Context: an optimization exercise on an open-source flow, tuned for small area and a short achievable clock period. The choices shown serve that exercise and are no tape-out recipe.
Only simulation tests tie the RTL to the original design; equivalence was not proved.
No activity file was given, so power comes from the tool's default toggle rates.

## data_mem_responder
module data_mem_responder (
    input  logic        clk,
    input  logic        reset,
    input  logic        req_valid,
    output logic        req_ready,
    input  logic        req_write,
    input  logic [1:0]  req_size,
    input  logic        req_signed,
    input  logic [7:0]  req_addr,
    input  logic [31:0] req_wdata,
    output logic        rsp_valid,
    input  logic        rsp_ready,
    output logic [31:0] rsp_rdata,
    output logic        rsp_err
);
    logic        lat_write;
    logic [1:0]  lat_size;
    logic        lat_signed;
    logic [7:0]  lat_addr;
    logic [31:0] lat_wdata;
    logic        cap_first;      
    logic        cap_inv;        
    logic        ph1, ph2, ph3;
    logic        idle;
    logic        rvld;
    logic [2:0]  t;
    logic        pend;
    logic [31:0] sdata;
    logic [3:0]  smask;
    logic [3:0]  sring;
    logic [1:0]  sslot;
    logic [3:0]  wmask;
    logic        wpol;
    logic        fwd;            
    logic [31:0] q0 [16];
    logic [31:0] q1 [16];
    logic [31:0] q2 [16];
    logic [31:0] q3 [16];
    logic        misaligned;
    logic        cap;
    logic        wr_now;
    logic        commit;
    logic [31:0] lane_data;
    logic [3:0]  lane_mask;
    logic [31:0] load_ext;
    always_comb begin
        unique case (lat_size)
            data_mem_responder_pkg::SZ_BYTE: misaligned = 1'b0;
            data_mem_responder_pkg::SZ_HALF: misaligned = lat_addr[0];
            data_mem_responder_pkg::SZ_WORD: misaligned = (lat_addr[1:0] != 2'b00);
            default: misaligned = 1'b1;
        endcase
    end
    logic [2:0]  u0;
    logic [2:0]  uc;
    logic [31:0] oh;
  ...
For scale: roughly 4200 cells after synthesis.
==> flow/config.mk <==
export PLATFORM = sky130hd
export DESIGN_NAME = data_mem_responder
export DESIGN_NICKNAME = data_mem_responder
export VERILOG_FILES = /design/flow/design.v
export SDC_FILE = /design/flow/constraint.sdc
export NUM_CORES = 4
export LEC_CHECK = 0
export CAP_MARGIN = 20
export CORE_MARGIN = 2
export CORE_UTILIZATION = 55
export CTS_CLUSTER_DIAMETER = 90
export CTS_CLUSTER_SIZE = 25
export SETUP_SLACK_MARGIN = 3.2
export SLEW_MARGIN = 20
export SYNTH_HIERARCHICAL = 1
==> flow/constraint.sdc <==
create_clock -name core_clock -period 5.5 [get_ports {clk}]
set_input_delay 1.1000 -clock core_clock [delete_from_list [all_inputs] [get_ports {clk}]]
set_output_delay 1.1000 -clock core_clock [all_outputs]
set_load 0.01 [all_outputs]
standard.sh (not shown) runs the stock make flow with config.mk's settings and CLKGATE_MAP_FILE= SYNTH_SCRIPT=/design/flow/synth_recipe.tcl, a recipe that flattens the netlist after the stock synthesis.
==> flow/flow/run.sh <==
#!/bin/bash
# Own layout flow: the standard flow (standard.sh, which runs the standard
# synthesis unchanged) with these changes:
#  - pre_floorplan.tcl, run right after the synthesized netlist is loaded, sets
#    the single-gate modules' cells (memory write ports, load taps) back to drive
#    strength 1; Yosys/ABC upsizes each such module as if it were critical.
#    Timing repair later upsizes any that need it.
#  - the buffers ABC inserted are removed at floorplan (REMOVE_ABC_BUFFERS);
#    repair_design buffers high-fanout nets again as placement requires.
#  - port buffers are plain buffers (buf_2) instead of the delay cell that
#    buffer_ports otherwise picks.
#  - io.tcl puts all pins on the top edge (IO_CONSTRAINTS).
# The make output goes to orfs_make.log here; each ORFS step logs under orfs/logs.
set -euo pipefail
here=$(pwd)
bash standard.sh finish \
  PRE_FLOORPLAN_TCL="$here/flow/pre_floorplan.tcl" \
  REMOVE_ABC_BUFFERS=1 \
  IO_CONSTRAINTS="$here/flow/io.tcl" \
  "BUFFER_PORTS_ARGS=-buffer_cell sky130_fd_sc_hd__buf_2" \
  > "$here/orfs_make.log" 2>&1
==> flow/flow/io.tcl <==
# Pin constraints (sourced by ORFS floorplan.tcl through IO_CONSTRAINTS): all
# ports on the top edge, so the request latch, the response registers and the
# control sit together near their pins instead of in the middle of the die.
set_io_pin_constraint -pin_names [concat [get_ports req_*] [get_ports rsp_*] [get_ports reset] [get_ports clk]] -region top:*
==> flow/flow/pre_floorplan.tcl <==
# Runs inside ORFS floorplan.tcl right after the synthesized netlist is loaded.
# Yosys/ABC maps each single-gate module on its own and upsizes it as if it were
# critical; put those gates (the memory write ports and load taps) back to drive
# strength 1. Timing repair later upsizes any that need it.
set db [ord::get_db]
set block [ord::get_db_block]
set n 0
foreach inst [$block getInsts] {
  set m [[$inst getMaster] getName]
  if { [regexp {^(sky130_fd_sc_hd__(o22ai|a22oi))_[248]$} $m -> base] } {
    set small [$db findMaster ${base}_1]
    if { $small != "NULL" } {
      $inst swapMaster $small
      incr n
    }
  }
}
puts "pre_floorplan: set $n cells to drive strength 1"
The starting point passed the timing, DRC and antenna checks.
Then changed:
--- a/flow/design.v
+++ b/flow/design.v
@@ -112,21 +112,22 @@
     logic [31:0] lat_wdata;
     logic        cap_first;      
     logic        cap_inv;        
     logic        ph1, ph2, ph3;
     logic        idle;
     logic        rvld;
     logic [2:0]  t;
     logic        pend;
     logic [31:0] sdata;
     logic [3:0]  smask;
-    logic [3:0]  sring;
+    logic [3:0]  whi;            
+    logic [3:0]  wlo;            
     logic [1:0]  sslot;
     logic [3:0]  wmask;
     logic        wpol;
     logic        fwd;            
     logic [31:0] q0 [16];
     logic [31:0] q1 [16];
     logic [31:0] q2 [16];
     logic [31:0] q3 [16];
     logic        misaligned;
     logic        cap;
@@ -235,58 +236,77 @@
     assign mask_n = commit ? lane_mask : smask;
     assign uw     = 3'(slot_n) + t + 3'd1;
     always_ff @(posedge clk) begin
         pend  <= pend_n;
         wmask <= {4{pend_n & (uw[1:0] == 2'd3)}} & mask_n;
         wpol  <= ~(uw[2] ^ (uw[1:0] == 2'd3));
         t     <= t + 3'd1;
         if (commit) begin
             sdata <= lane_data;
             smask <= lane_mask;
-            sring <= lat_addr[7:4];
             sslot <= lat_addr[3:2];
         end
     end
     always_ff @(posedge clk) begin
         rsp_rdata <= load_ext;
         rsp_err   <= misaligned;
     end
     always_ff @(posedge clk) begin
         if (idle) begin
             cap_first  <= ~u0[0];
             cap_inv    <= ~uc[2];        
             fwd        <= 1'b0;
             lat_write  <= req_write;
             lat_size   <= req_size;
             lat_signed <= req_signed;
             lat_addr   <= req_addr;
         end else if (cap) begin
-            fwd        <= pend & (sring == lat_addr[7:4]) & (sslot == lat_addr[3:2]);
+            fwd        <= pend & whi[lat_addr[7:6]] & wlo[lat_addr[5:4]] & (sslot == lat_addr[3:2]);
         end
     end
     logic [31:0] oh_nxt;
     logic [31:0] wdata_nxt;
     dmr_hold #(.W(32)) u_oh_nxt (
         .a(oh_d), .sa(idle), .b(oh_d), .sb(1'b0), .q(oh), .y(oh_nxt)
     );
     dmr_hold #(.W(32)) u_wdata_nxt (
         .a(tap_n), .sa(cap), .b(req_wdata), .sb(idle), .q(lat_wdata), .y(wdata_nxt)
     );
     always_ff @(posedge clk) begin
         oh        <= oh_nxt;
         lat_wdata <= wdata_nxt;
     end
+    logic [3:0] hi_d;
+    logic [3:0] lo_d;
+    logic [3:0] whi_nxt;
+    logic [3:0] wlo_nxt;
+    always_comb begin
+        for (int k = 0; k < 4; k++) begin
+            hi_d[k] = (lat_addr[7:6] == 2'(k));
+            lo_d[k] = (lat_addr[5:4] == 2'(k));
+        end
+    end
+    dmr_hold #(.W(4)) u_whi_nxt (
+        .a(hi_d), .sa(commit), .b(hi_d), .sb(1'b0), .q(whi), .y(whi_nxt)
+    );
+    dmr_hold #(.W(4)) u_wlo_nxt (
+        .a(lo_d), .sa(commit), .b(lo_d), .sb(1'b0), .q(wlo), .y(wlo_nxt)
+    );
+    always_ff @(posedge clk) begin
+        whi <= whi_nxt;
+        wlo <= wlo_nxt;
+    end
     logic [31:0] wdat;
     logic [15:0] wring;
     assign wdat = sdata ^ {32{wpol}};
     always_comb begin
-        for (int r = 0; r < 16; r++) wring[r] = (sring == 4'(r));
+        for (int r = 0; r < 16; r++) wring[r] = whi[r / 4] & wlo[r % 4];
     end
     for (genvar r = 0; r < 16; r++) begin : g_ring
         for (genvar b = 0; b < 4; b++) begin : g_lane
             logic       s;
             logic [7:0] nxt;
             assign s = wring[r] & wmask[b];
             dmr_wport u_w (
                 .d (wdat[8*b +: 8]),
                 .p (q3[r][8*b +: 8]),
                 .s (s),
Effect: Setup slack degrades by 8.7 ps. Clock-buffer cell count goes down by 2. Sequential cell count goes up by 4. Synthesized cell count goes up slightly. Routed wire length goes down slightly. Total power stays flat. Via count goes down slightly. Worst hold slack barely changes. Sequential share of layout area goes up by 0.50 points. Design area goes down slightly. Global-route usage goes down by 0.52 points. Combinational power goes up by a few percent. Final cell count is about the same. Maximum frequency goes down slightly.

[re-timing with driven ports]
Ports are ideal in the flow. The routed layouts listed here were re-timed in OpenROAD. Step 1 assumes that a clkbuf_16 drives the clock port and a buf_2 every other input. Step 2, shift: input delay + t, output delay - t, t = (earliest + latest rising clock arrival at the registers) / 2. This alone moves slack from input paths to output paths. Slacks: ideal ports / drivers / drivers and shift; pairs: ideal ports / drivers.
run | shift t [ns] | setup slack, ns | worst setup path after step 2 | clock arrival spread, ns | worst register clock-pin slew, ns
the first run | 0.790 | 3.204 / 3.132 / 2.550 | input to register | 0.030 / 0.030 | 0.10 / 0.10
the second run | 0.782 | 3.195 / 3.164 / 2.555 | input to register | 0.018 / 0.019 | 0.10 / 0.10
After both steps every run listed still meets setup and hold. For the first run, which loses most, drivers alone change the setup slack by -0.072 ns; drivers and shift together by -0.654 ns.
